Source: an optimization exercise on an open RTL-to-GDS flow (aim: small area, a short achievable clock period and few clock cycles per item). Production flows keep margins and buffers that such runs may drop. The RTL was checked by simulation tests, not by an equivalence proof against the original design. Power and IR drop assume default switching activity.

==> inputs of wip/amber <==
==> flow/design.v (excerpt) <==
module dadda_mul
(
	input  logic        clk,
	input  logic        rst_n,
	input  logic        req_valid,
	input  logic [15:0] req_a,
	input  logic [15:0] req_b,
	output logic        rsp_valid,
	output logic [31:0] rsp_product
);
	wire pp1;
	wire pp2;
	wire pp3;
	wire pp4;
	wire pp5;
	wire pp6;
	wire pp7;
	wire pp8;
	wire pp9;
	wire pp10;
	wire pp11;
	wire pp12;
	wire pp13;
	wire pp14;
	wire pp15;
	wire pp16;
	wire pp17;
	wire pp18;
	wire pp19;
	wire pp20;
	wire pp21;
	wire pp22;
	wire pp23;
	wire pp24;
	wire pp25;
	wire pp26;
	wire pp27;
	wire pp28;
	wire pp29;
	wire pp30;
	wire pp31;
	wire pp32;
	wire pp33;
	wire pp34;
	wire pp35;
	wire pp36;
	wire pp37;
	wire pp38;
	wire pp39;
	wire pp40;
	wire pp41;
	wire pp42;
	wire pp43;
	wire pp44;
	wire pp45;
	wire pp46;
	wire pp47;
	wire pp48;
	wire pp49;
	wire pp50;
	wire pp51;
	wire pp52;
	wire pp53;
	wire pp54;
	wire pp55;
	wire pp56;
	wire pp57;
	wire pp58;
	wire pp59;
	wire pp60;
	wire pp61;
	wire pp62;
	wire pp63;
	wire pp64;
	wire pp65;
	wire pp66;
	wire pp67;
	wire pp68;
	wire pp69;
	wire pp70;
	wire pp71;
	wire pp72;
	wire pp73;
	wire pp74;
	wire pp75;
	wire pp76;
	wire pp77;
	wire pp78;
	wire pp79;
	wire pp80;
	wire pp81;
	wire pp82;
	wire pp83;
	wire pp84;
	wire pp85;
	wire pp86;
	wire pp87;
	wire pp88;
	wire pp89;
	wire pp90;
	wire pp91;
	wire pp92;
	wire pp93;
	wire pp94;
	wire pp95;
	wire pp96;
	wire pp97;
	wire pp98;
	wire pp99;
	wire pp100;
	wire pp101;
	wire pp102;
	wire pp103;
	wire pp104;
	wire pp105;
	wire pp106;
	wire pp107;
	wire pp108;
	wire pp109;
	wire pp110;
	wire pp111;
	wire pp112;
	wire pp113;
	wire pp114;
	wire pp115;
	wire pp116;
	wire pp117;
	wire pp118;
	wire pp119;
	wire pp120;
	wire pp121;
	wire pp122;
	wire pp123;
	wire pp124;
	wire pp125;
	wire pp126;
	wire pp127;
	wire pp128;
	wire pp129;
	wire pp130;
	wire pp131;
	wire pp132;
	wire pp133;
	wire pp134;
	wire pp135;
	wire pp136;
	wire pp137;
	wire pp138;
	wire pp139;
	wire pp140;
	wire pp141;
	wire pp142;
	wire pp143;
	wire pp144;
	wire pp145;
	wire pp146;
	wire pp147;
	wire pp148;
	wire pp149;
  ...
Settings: LEC_CHECK=0, CAP_MARGIN=20, CORE_MARGIN=2, CORE_UTILIZATION=60, CTS_BUF_LIST=sky130_fd_sc_hd__clkbuf_8, PLACE_DENSITY=0.75, SETUP_SLACK_MARGIN=0.8, SLEW_MARGIN=20, SYNTH_HIERARCHICAL=1, SYNTH_MINIMUM_KEEP_SIZE=0; clock period 3.0 ns.
standard.sh (not shown) runs the stock make flow with config.mk's settings and CLKGATE_MAP_FILE= SYNTH_SCRIPT=/design/flow/synth_recipe.tcl, a recipe that flattens the netlist after the stock synthesis.
==> flow/flow/run.sh <==
#!/bin/bash
set -euo pipefail
export BUFFER_PORTS_ARGS="-buffer_cell sky130_fd_sc_hd__buf_2"
bash standard.sh > standard_flow.log 2>&1
==> wip/garnet: changes against wip/amber <==
--- a/flow/design.v
+++ b/flow/design.v
@@ -912,22 +912,16 @@
 	wire sum885;
 	wire sum886;
 	wire sum887;
 	wire sum888;
 	wire sum889;
 	wire sum890;
 	wire sum891;
 	wire sum892;
-	logic pp1_q1;
-	logic pp2_q1;
-	logic pp17_q1;
-	logic pp33_q1;
-	logic pp256_q1;
-	logic pp256_q2;
 	logic c410_q1;
 	logic s413_q1;
 	logic s415_q1;
 	logic c416_q1;
 	logic s419_q1;
 	logic s421_q1;
 	logic c422_q1;
 	logic s425_q1;
@@ -999,40 +993,31 @@
 	logic c582_q1;
 	logic s583_q1;
 	logic c584_q1;
 	logic s613_q1;
 	logic c614_q1;
 	logic s615_q1;
 	logic c616_q1;
 	logic s617_q1;
-	logic s621_q1;
-	logic c622_q1;
-	logic s623_q1;
 	logic c624_q1;
 	logic s625_q1;
-	logic c626_q1;
-	logic s627_q1;
 	logic c628_q1;
 	logic s629_q1;
 	logic c630_q1;
 	logic s631_q1;
 	logic c632_q1;
-	logic c672_q1;
 	logic s673_q1;
-	logic s673_q2;
 	logic c674_q1;
-	logic c674_q2;
 	logic s675_q1;
-	logic s675_q2;
-	logic c676_q1;
-	logic c676_q2;
 	logic p678_q1;
 	logic p678_q2;
-	logic p694_q1;
+	logic p678_q3;
+	logic g687_q1;
+	logic p688_q1;
 	logic p700_q1;
 	logic g701_q1;
 	logic p702_q1;
 	logic g703_q1;
 	logic p704_q1;
 	logic g705_q1;
 	logic p706_q1;
 	logic g707_q1;
@@ -1056,36 +1041,50 @@
 	logic g725_q1;
 	logic p726_q1;
 	logic g727_q1;
 	logic p728_q1;
 	logic g729_q1;
 	logic p730_q1;
 	logic g731_q1;
 	logic p732_q1;
+	logic g733_q1;
+	logic p734_q1;
+	logic g735_q1;
+	logic p736_q1;
+	logic g737_q1;
+	logic g737_q2;
+	logic p738_q1;
+	logic p738_q2;
+	logic gg741_q1;
+	logic gg742_q1;
+	logic pg743_q1;
 	logic gg778_q1;
 	logic pg779_q1;
 	logic gg801_q1;
 	logic gg826_q1;
-	logic gg860_q1;
 	logic sum862_q1;
 	logic sum862_q2;
+	logic sum862_q3;
 	logic sum863_q1;
 	logic sum863_q2;
+	logic sum863_q3;
 	logic sum864_q1;
 	logic sum864_q2;
+	logic sum864_q3;
 	logic sum865_q1;
 	logic sum865_q2;
 	logic sum866_q1;
 	logic sum866_q2;
 	logic sum867_q1;
 	logic sum867_q2;
 	logic sum868_q1;
 	logic sum868_q2;
 	logic sum869_q1;
+	logic sum869_q2;
 	logic sum870_q1;
 	logic sum870_q2;
 	logic sum871_q1;
 	logic sum871_q2;
 	logic sum872_q1;
 	logic sum873_q1;
 	logic sum874_q1;
 	logic sum875_q1;
@@ -1100,16 +1099,17 @@
 	logic sum884_q1;
 	logic sum885_q1;
 	logic sum886_q1;
 	logic sum887_q1;
 	logic sum888_q1;
 	logic sum889_q1;
 	logic sum890_q1;
 	logic sum891_q1;
+	logic sum892_q1;
 	assign pp1 = ~(req_a[0] & req_b[0]);
 	assign pp2 = ~(req_a[1] & req_b[0]);
 	assign pp3 = ~(req_a[2] & req_b[0]);
 	assign pp4 = ~(req_a[3] & req_b[0]);
 	assign pp5 = ~(req_a[4] & req_b[0]);
 	assign pp6 = ~(req_a[5] & req_b[0]);
 	assign pp7 = ~(req_a[6] & req_b[0]);
 	assign pp8 = ~(req_a[7] & req_b[0]);
@@ -1581,28 +1581,28 @@
 	mul_fa u_s661 (.a(s549_q1), .b(s607), .c(c606), .s(s661), .co(c662));
 	mul_fa u_s663 (.a(c550_q1), .b(s609), .c(c608), .s(s663), .co(c664));
 	mul_fa u_s665 (.a(c554_q1), .b(s611), .c(c610), .s(s665), .co(c666));
 	mul_fa u_s667 (.a(c558_q1), .b(s613_q1), .c(c612), .s(s667), .co(c668));
 	mul_fa u_s669 (.a(c562_q1), .b(s615_q1), .c(c614_q1), .s(s669), .co(c670));
 	mul_fa u_s671 (.a(c566_q1), .b(s617_q1), .c(c616_q1), .s(s671), .co(c672));
 	mul_fa u_s673 (.a(c568), .b(s619), .c(c618), .s(s673), .co(c674));
 	mul_fa u_s675 (.a(pp240), .b(pp255), .c(c620), .s(s675), .co(c676));
-	assign g677 = pp1_q1 | 1'b1;
-	assign p678 = pp1_q1 ^ 1'b1;
-	assign g679 = pp2_q1 & pp17_q1;
-	assign p680 = pp2_q1 ^ pp17_q1;
-	assign g681 = pp33_q1 & s621_q1;
-	assign p682 = pp33_q1 ^ s621_q1;
-	assign g683 = s623_q1 & c622_q1;
-	assign p684 = s623_q1 ^ c622_q1;
+	assign g677 = pp1 | 1'b1;
+	assign p678 = pp1 ^ 1'b1;
+	assign g679 = pp2 & pp17;
+	assign p680 = pp2 ^ pp17;
+	assign g681 = pp33 & s621;
+	assign p682 = pp33 ^ s621;
+	assign g683 = s623 & c622;
+	assign p684 = s623 ^ c622;
 	assign g685 = s625_q1 & c624_q1;
 	assign p686 = s625_q1 ^ c624_q1;
-	assign g687 = s627_q1 & c626_q1;
-	assign p688 = s627_q1 ^ c626_q1;
+	assign g687 = s627 & c626;
+	assign p688 = s627 ^ c626;
 	assign g689 = s629_q1 & c628_q1;
 	assign p690 = s629_q1 ^ c628_q1;
 	assign g691 = s631_q1 & c630_q1;
 	assign p692 = s631_q1 ^ c630_q1;
 	assign g693 = s633 & c632_q1;
 	assign p694 = s633 ^ c632_q1;
 	assign g695 = s635 & c634;
 	assign p696 = s635 ^ c634;
@@ -1637,29 +1637,29 @@
 	assign g725 = s665 & c664;
 	assign p726 = s665 ^ c664;
 	assign g727 = s667 & c666;
 	assign p728 = s667 ^ c666;
 	assign g729 = s669 & c668;
 	assign p730 = s669 ^ c668;
 	assign g731 = s671 & c670;
 	assign p732 = s671 ^ c670;
-	assign g733 = s673_q2 & c672_q1;
-	assign p734 = s673_q2 ^ c672_q1;
-	assign g735 = s675_q2 & c674_q2;
-	assign p736 = s675_q2 ^ c674_q2;
-	assign g737 = pp256_q2 & c676_q2;
-	assign p738 = pp256_q2 ^ c676_q2;
+	assign g733 = s673_q1 & c672;
+	assign p734 = s673_q1 ^ c672;
+	assign g735 = s675_q1 & c674_q1;
+	assign p736 = s675_q1 ^ c674_q1;
+	assign g737 = pp256 & c676;
+	assign p738 = pp256 ^ c676;
 	assign g739 = 1'b1 & 1'b1;
 	assign p740 = 1'b1 ^ 1'b1;
 	assign gg741 = g679 | (p680 & g677);
 	assign gg742 = g683 | (p684 & g681);
 	assign pg743 = p684 & p682;
-	assign gg744 = g687 | (p688 & g685);
-	assign pg745 = p688 & p686;
+	assign gg744 = g687_q1 | (p688_q1 & g685);
+	assign pg745 = p688_q1 & p686;
 	assign gg746 = g691 | (p692 & g689);
 	assign pg747 = p692 & p690;
 	assign gg748 = g695 | (p696 & g693);
 	assign pg749 = p696 & p694;
 	assign gg750 = g699 | (p700 & g697);
 	assign pg751 = p700 & p698;
 	assign gg752 = g703_q1 | (p704_q1 & g701_q1);
 	assign pg753 = p704_q1 & p702_q1;
@@ -1672,20 +1672,20 @@
 	assign gg760 = g719_q1 | (p720_q1 & g717_q1);
 	assign pg761 = p720_q1 & p718_q1;
 	assign gg762 = g723_q1 | (p724_q1 & g721_q1);
 	assign pg763 = p724_q1 & p722_q1;
 	assign gg764 = g727_q1 | (p728_q1 & g725_q1);
 	assign pg765 = p728_q1 & p726_q1;
 	assign gg766 = g731_q1 | (p732_q1 & g729_q1);
 	assign pg767 = p732_q1 & p730_q1;
-	assign gg768 = g735 | (p736 & g733);
-	assign pg769 = p736 & p734;
+	assign gg768 = g735_q1 | (p736_q1 & g733_q1);
+	assign pg769 = p736_q1 & p734_q1;
 	assign gg770 = g681 | (p682 & gg741);
-	assign gg771 = gg742 | (pg743 & gg741);
+	assign gg771 = gg742_q1 | (pg743_q1 & gg741_q1);
 	assign gg772 = g689 | (p690 & gg744);
 	assign pg773 = p690 & pg745;
 	assign gg774 = gg746 | (pg747 & gg744);
 	assign pg775 = pg747 & pg745;
 	assign gg776 = g697 | (p698 & gg748);
 	assign pg777 = p698 & pg749;
 	assign gg778 = gg750 | (pg751 & gg748);
 	assign pg779 = pg751 & pg749;
@@ -1700,18 +1700,18 @@
 	assign gg788 = g721_q1 | (p722_q1 & gg760);
 	assign pg789 = p722_q1 & pg761;
 	assign gg790 = gg762 | (pg763 & gg760);
 	assign pg791 = pg763 & pg761;
 	assign gg792 = g729_q1 | (p730_q1 & gg764);
 	assign pg793 = p730_q1 & pg765;
 	assign gg794 = gg766 | (pg767 & gg764);
 	assign pg795 = pg767 & pg765;
-	assign gg796 = g737 | (p738 & gg768);
-	assign pg797 = p738 & pg769;
+	assign gg796 = g737_q2 | (p738_q2 & gg768);
+	assign pg797 = p738_q2 & pg769;
 	assign gg798 = g685 | (p686 & gg771);
 	assign gg799 = gg744 | (pg745 & gg771);
 	assign gg800 = gg772 | (pg773 & gg771);
 	assign gg801 = gg774 | (pg775 & gg771);
 	assign gg802 = g701_q1 | (p702_q1 & gg778_q1);
 	assign pg803 = p702_q1 & pg779_q1;
 	assign gg804 = gg752 | (pg753 & gg778_q1);
 	assign pg805 = pg753 & pg779_q1;
@@ -1722,18 +1722,18 @@
 	assign gg810 = g717_q1 | (p718_q1 & gg786);
 	assign pg811 = p718_q1 & pg787;
 	assign gg812 = gg760 | (pg761 & gg786);
 	assign pg813 = pg761 & pg787;
 	assign gg814 = gg788 | (pg789 & gg786);
 	assign pg815 = pg789 & pg787;
 	assign gg816 = gg790 | (pg791 & gg786);
 	assign pg817 = pg791 & pg787;
-	assign gg818 = g733 | (p734 & gg794);
-	assign pg819 = p734 & pg795;
+	assign gg818 = g733_q1 | (p734_q1 & gg794);
+	assign pg819 = p734_q1 & pg795;
 	assign gg820 = gg768 | (pg769 & gg794);
 	assign pg821 = pg769 & pg795;
 	assign gg822 = gg796 | (pg797 & gg794);
 	assign pg823 = pg797 & pg795;
 	assign gg824 = g693 | (p694 & gg801);
 	assign gg825 = gg748 | (pg749 & gg801);
 	assign gg826 = gg776 | (pg777 & gg801);
 	assign gg827 = gg778_q1 | (pg779_q1 & gg801_q1);
@@ -1765,25 +1765,25 @@
 	assign gg853 = gg816 | (pg817 & gg831);
 	assign gg854 = gg832 | (pg833 & gg831);
 	assign gg855 = gg834 | (pg835 & gg831);
 	assign gg856 = gg836 | (pg837 & gg831);
 	assign gg857 = gg838 | (pg839 & gg831);
 	assign gg858 = gg840 | (pg841 & gg831);
 	assign gg859 = gg842 | (pg843 & gg831);
 	assign gg860 = gg844 | (pg845 & gg831);
-	assign sum861 = p678_q2;
+	assign sum861 = p678_q3;
 	assign sum862 = ~(p680 ^ g677);
 	assign sum863 = ~(p682 ^ gg741);
 	assign sum864 = ~(p684 ^ gg770);
 	assign sum865 = ~(p686 ^ gg771);
-	assign sum866 = ~(p688 ^ gg798);
+	assign sum866 = ~(p688_q1 ^ gg798);
 	assign sum867 = ~(p690 ^ gg799);
 	assign sum868 = ~(p692 ^ gg800);
-	assign sum869 = ~(p694_q1 ^ gg801_q1);
+	assign sum869 = ~(p694 ^ gg801);
 	assign sum870 = ~(p696 ^ gg824);
 	assign sum871 = ~(p698 ^ gg825);
 	assign sum872 = ~(p700_q1 ^ gg826_q1);
 	assign sum873 = ~(p702_q1 ^ gg827);
 	assign sum874 = ~(p704_q1 ^ gg828);
 	assign sum875 = ~(p706_q1 ^ gg829);
 	assign sum876 = ~(p708_q1 ^ gg830);
 	assign sum877 = ~(p710_q1 ^ gg831);
@@ -1793,27 +1793,21 @@
 	assign sum881 = ~(p718_q1 ^ gg849);
 	assign sum882 = ~(p720_q1 ^ gg850);
 	assign sum883 = ~(p722_q1 ^ gg851);
 	assign sum884 = ~(p724_q1 ^ gg852);
 	assign sum885 = ~(p726_q1 ^ gg853);
 	assign sum886 = ~(p728_q1 ^ gg854);
 	assign sum887 = ~(p730_q1 ^ gg855);
 	assign sum888 = ~(p732_q1 ^ gg856);
-	assign sum889 = ~(p734 ^ gg857);
-	assign sum890 = ~(p736 ^ gg858);
-	assign sum891 = ~(p738 ^ gg859);
-	assign sum892 = ~(p740 ^ gg860_q1);
+	assign sum889 = ~(p734_q1 ^ gg857);
+	assign sum890 = ~(p736_q1 ^ gg858);
+	assign sum891 = ~(p738_q2 ^ gg859);
+	assign sum892 = ~(p740 ^ gg860);
 	always_ff @(posedge clk) begin
-		pp1_q1 <= pp1;
-		pp2_q1 <= pp2;
-		pp17_q1 <= pp17;
-		pp33_q1 <= pp33;
-		pp256_q1 <= pp256;
-		pp256_q2 <= pp256_q1;
 		c410_q1 <= c410;
 		s413_q1 <= s413;
 		s415_q1 <= s415;
 		c416_q1 <= c416;
 		s419_q1 <= s419;
 		s421_q1 <= s421;
 		c422_q1 <= c422;
 		s425_q1 <= s425;
@@ -1885,40 +1879,31 @@
 		c582_q1 <= c582;
 		s583_q1 <= s583;
 		c584_q1 <= c584;
 		s613_q1 <= s613;
 		c614_q1 <= c614;
 		s615_q1 <= s615;
 		c616_q1 <= c616;
 		s617_q1 <= s617;
-		s621_q1 <= s621;
-		c622_q1 <= c622;
-		s623_q1 <= s623;
 		c624_q1 <= c624;
 		s625_q1 <= s625;
-		c626_q1 <= c626;
-		s627_q1 <= s627;
 		c628_q1 <= c628;
 		s629_q1 <= s629;
 		c630_q1 <= c630;
 		s631_q1 <= s631;
 		c632_q1 <= c632;
-		c672_q1 <= c672;
 		s673_q1 <= s673;
-		s673_q2 <= s673_q1;
 		c674_q1 <= c674;
-		c674_q2 <= c674_q1;
 		s675_q1 <= s675;
-		s675_q2 <= s675_q1;
-		c676_q1 <= c676;
-		c676_q2 <= c676_q1;
 		p678_q1 <= p678;
 		p678_q2 <= p678_q1;
-		p694_q1 <= p694;
+		p678_q3 <= p678_q2;
+		g687_q1 <= g687;
+		p688_q1 <= p688;
 		p700_q1 <= p700;
 		g701_q1 <= g701;
 		p702_q1 <= p702;
 		g703_q1 <= g703;
 		p704_q1 <= p704;
 		g705_q1 <= g705;
 		p706_q1 <= p706;
 		g707_q1 <= g707;
@@ -1942,36 +1927,50 @@
 		g725_q1 <= g725;
 		p726_q1 <= p726;
 		g727_q1 <= g727;
 		p728_q1 <= p728;
 		g729_q1 <= g729;
 		p730_q1 <= p730;
 		g731_q1 <= g731;
 		p732_q1 <= p732;
+		g733_q1 <= g733;
+		p734_q1 <= p734;
+		g735_q1 <= g735;
+		p736_q1 <= p736;
+		g737_q1 <= g737;
+		g737_q2 <= g737_q1;
+		p738_q1 <= p738;
+		p738_q2 <= p738_q1;
+		gg741_q1 <= gg741;
+		gg742_q1 <= gg742;
+		pg743_q1 <= pg743;
 		gg778_q1 <= gg778;
 		pg779_q1 <= pg779;
 		gg801_q1 <= gg801;
 		gg826_q1 <= gg826;
-		gg860_q1 <= gg860;
 		sum862_q1 <= sum862;
 		sum862_q2 <= sum862_q1;
+		sum862_q3 <= sum862_q2;
 		sum863_q1 <= sum863;
 		sum863_q2 <= sum863_q1;
+		sum863_q3 <= sum863_q2;
 		sum864_q1 <= sum864;
 		sum864_q2 <= sum864_q1;
+		sum864_q3 <= sum864_q2;
 		sum865_q1 <= sum865;
 		sum865_q2 <= sum865_q1;
 		sum866_q1 <= sum866;
 		sum866_q2 <= sum866_q1;
 		sum867_q1 <= sum867;
 		sum867_q2 <= sum867_q1;
 		sum868_q1 <= sum868;
 		sum868_q2 <= sum868_q1;
 		sum869_q1 <= sum869;
+		sum869_q2 <= sum869_q1;
 		sum870_q1 <= sum870;
 		sum870_q2 <= sum870_q1;
 		sum871_q1 <= sum871;
 		sum871_q2 <= sum871_q1;
 		sum872_q1 <= sum872;
 		sum873_q1 <= sum873;
 		sum874_q1 <= sum874;
 		sum875_q1 <= sum875;
@@ -1986,24 +1985,25 @@
 		sum884_q1 <= sum884;
 		sum885_q1 <= sum885;
 		sum886_q1 <= sum886;
 		sum887_q1 <= sum887;
 		sum888_q1 <= sum888;
 		sum889_q1 <= sum889;
 		sum890_q1 <= sum890;
 		sum891_q1 <= sum891;
+		sum892_q1 <= sum892;
 	end
 	logic [2:0] vld;
 	always_ff @(posedge clk or negedge rst_n) begin
 		if (!rst_n) vld <= '0;
 		else vld <= {vld[1:0], req_valid};
 	end
 	assign rsp_valid = vld[2];
-	assign rsp_product = {sum892, sum891_q1, sum890_q1, sum889_q1, sum888_q1, sum887_q1, sum886_q1, sum885_q1, sum884_q1, sum883_q1, sum882_q1, sum881_q1, sum880_q1, sum879_q1, sum878_q1, sum877_q1, sum876_q1, sum875_q1, sum874_q1, sum873_q1, sum872_q1, sum871_q2, sum870_q2, sum869_q1, sum868_q2, sum867_q2, sum866_q2, sum865_q2, sum864_q2, sum863_q2, sum862_q2, sum861};
+	assign rsp_product = {sum892_q1, sum891_q1, sum890_q1, sum889_q1, sum888_q1, sum887_q1, sum886_q1, sum885_q1, sum884_q1, sum883_q1, sum882_q1, sum881_q1, sum880_q1, sum879_q1, sum878_q1, sum877_q1, sum876_q1, sum875_q1, sum874_q1, sum873_q1, sum872_q1, sum871_q2, sum870_q2, sum869_q2, sum868_q2, sum867_q2, sum866_q2, sum865_q2, sum864_q3, sum863_q3, sum862_q3, sum861};
 endmodule
 module mul_ha (input wire a, input wire b, output wire s, output wire co);
 	assign s = a ^ b;
 	assign co = a & b;
 endmodule
 module mul_fa (input wire a, input wire b, input wire c, output wire s, output wire co);
 	assign s = a ^ b ^ c;
 	assign co = (a & b) | (a & c) | (b & c);
CORE_UTILIZATION = 65   (was 60)
==> run summary <==
| item | wip/amber | wip/garnet |
|---|---|---|
| Status | timing/DRC/antenna clean | timing/DRC/antenna clean |
| Capturing element of the worst setup path | s629_q1 | s583_q1 |
| Post-route fraction of the period consumed by the critical path | 0.735 | 0.732 |
| Most frequent cell on the critical path | sky130_fd_sc_hd__fa_2 | sky130_fd_sc_hd__fa_1 |
| Via count | 6270 | 6440 |
| Unique masters post-synth | 39 | 52 |
| Depth of the critical timing path with buffers and inverters included | 5 | 7 |
| Clock share of power | 0.164 | 0.160 |
| Critical-path top delay cell | sky130_fd_sc_hd__fa_2 | sky130_fd_sc_hd__fa_1 |
| Count of non-filler cells in the finished layout | 1161 | 1181 |
| Setup slack after placement | 0.200 ns | 0.239 ns |
| Wire length of the first global-routing pass | 34.4 mm | 34.8 mm |
| Vertical die dimension | 137 µm | 133 µm |
| Net count after synthesis | 1186 | 1206 |
| Adder and majority gate portion of the synthesized area | 0.424 | 0.421 |
| Multi-input gate share of the layout cell area | 0.562 | 0.563 |
| Placed cell count | 1129 | 1149 |
| Post-layout instance area | 0.0117 mm² | 0.0118 mm² |
| Worst vdd ir | 0.517 mV | 0.724 mV |
| Least-Margin Pin Slew | 0.365 ns | 0.519 ns |
| Max incr delay on CP | 0.59 ns | 0.48 ns |
| Period minus WS final | 2.21 ns | 2.20 ns |
| Die area | 0.0188 mm² | 0.0177 mm² |
| Fraction of the yosys area taken by sequential cells | 0.360 | 0.356 |
Testbench counts of wip/amber, summed over its fixed seeds: cycles 4,120, items 4,096.
Testbench counts of wip/garnet, summed over its fixed seeds: cycles 4,120, items 4,096.

## separate check: timing with driven ports
No port has a modelled driver above. Below, the same layouts with a new extraction and two added sets of constraints.
Step 1 (the two cells are an assumption about what drives the block):
set clk [get_ports {clk}]
set_driving_cell -lib_cell sky130_fd_sc_hd__clkbuf_16 $clk
set_driving_cell -lib_cell sky130_fd_sc_hd__buf_2 [delete_from_list [all_inputs] $clk]
Step 2 times the ports against the registers' clock, not the clock port: input delays grow and output delays shrink by t, the midpoint of the rising clock arrivals with the driver on.
a / b / c = ideal ports / drivers / drivers and shift; a / b = the first two.
| run | t (ns) | slack for setup (ns) | worst register clock-pin slew, ns | cell pins on the clock port's net |
|---|---|---|---|---|
| wip/amber | 0.514 | 0.795 / 0.810 / 0.296 | 0.12 / 0.12 | 1 |
| wip/garnet | 0.514 | 0.803 / 0.796 / 0.282 | 0.10 / 0.10 | 1 |
After both steps setup and hold are still met in every run listed. For wip/garnet, which loses most, drivers alone change the setup slack by -0.007 ns; drivers and shift together by -0.521 ns.
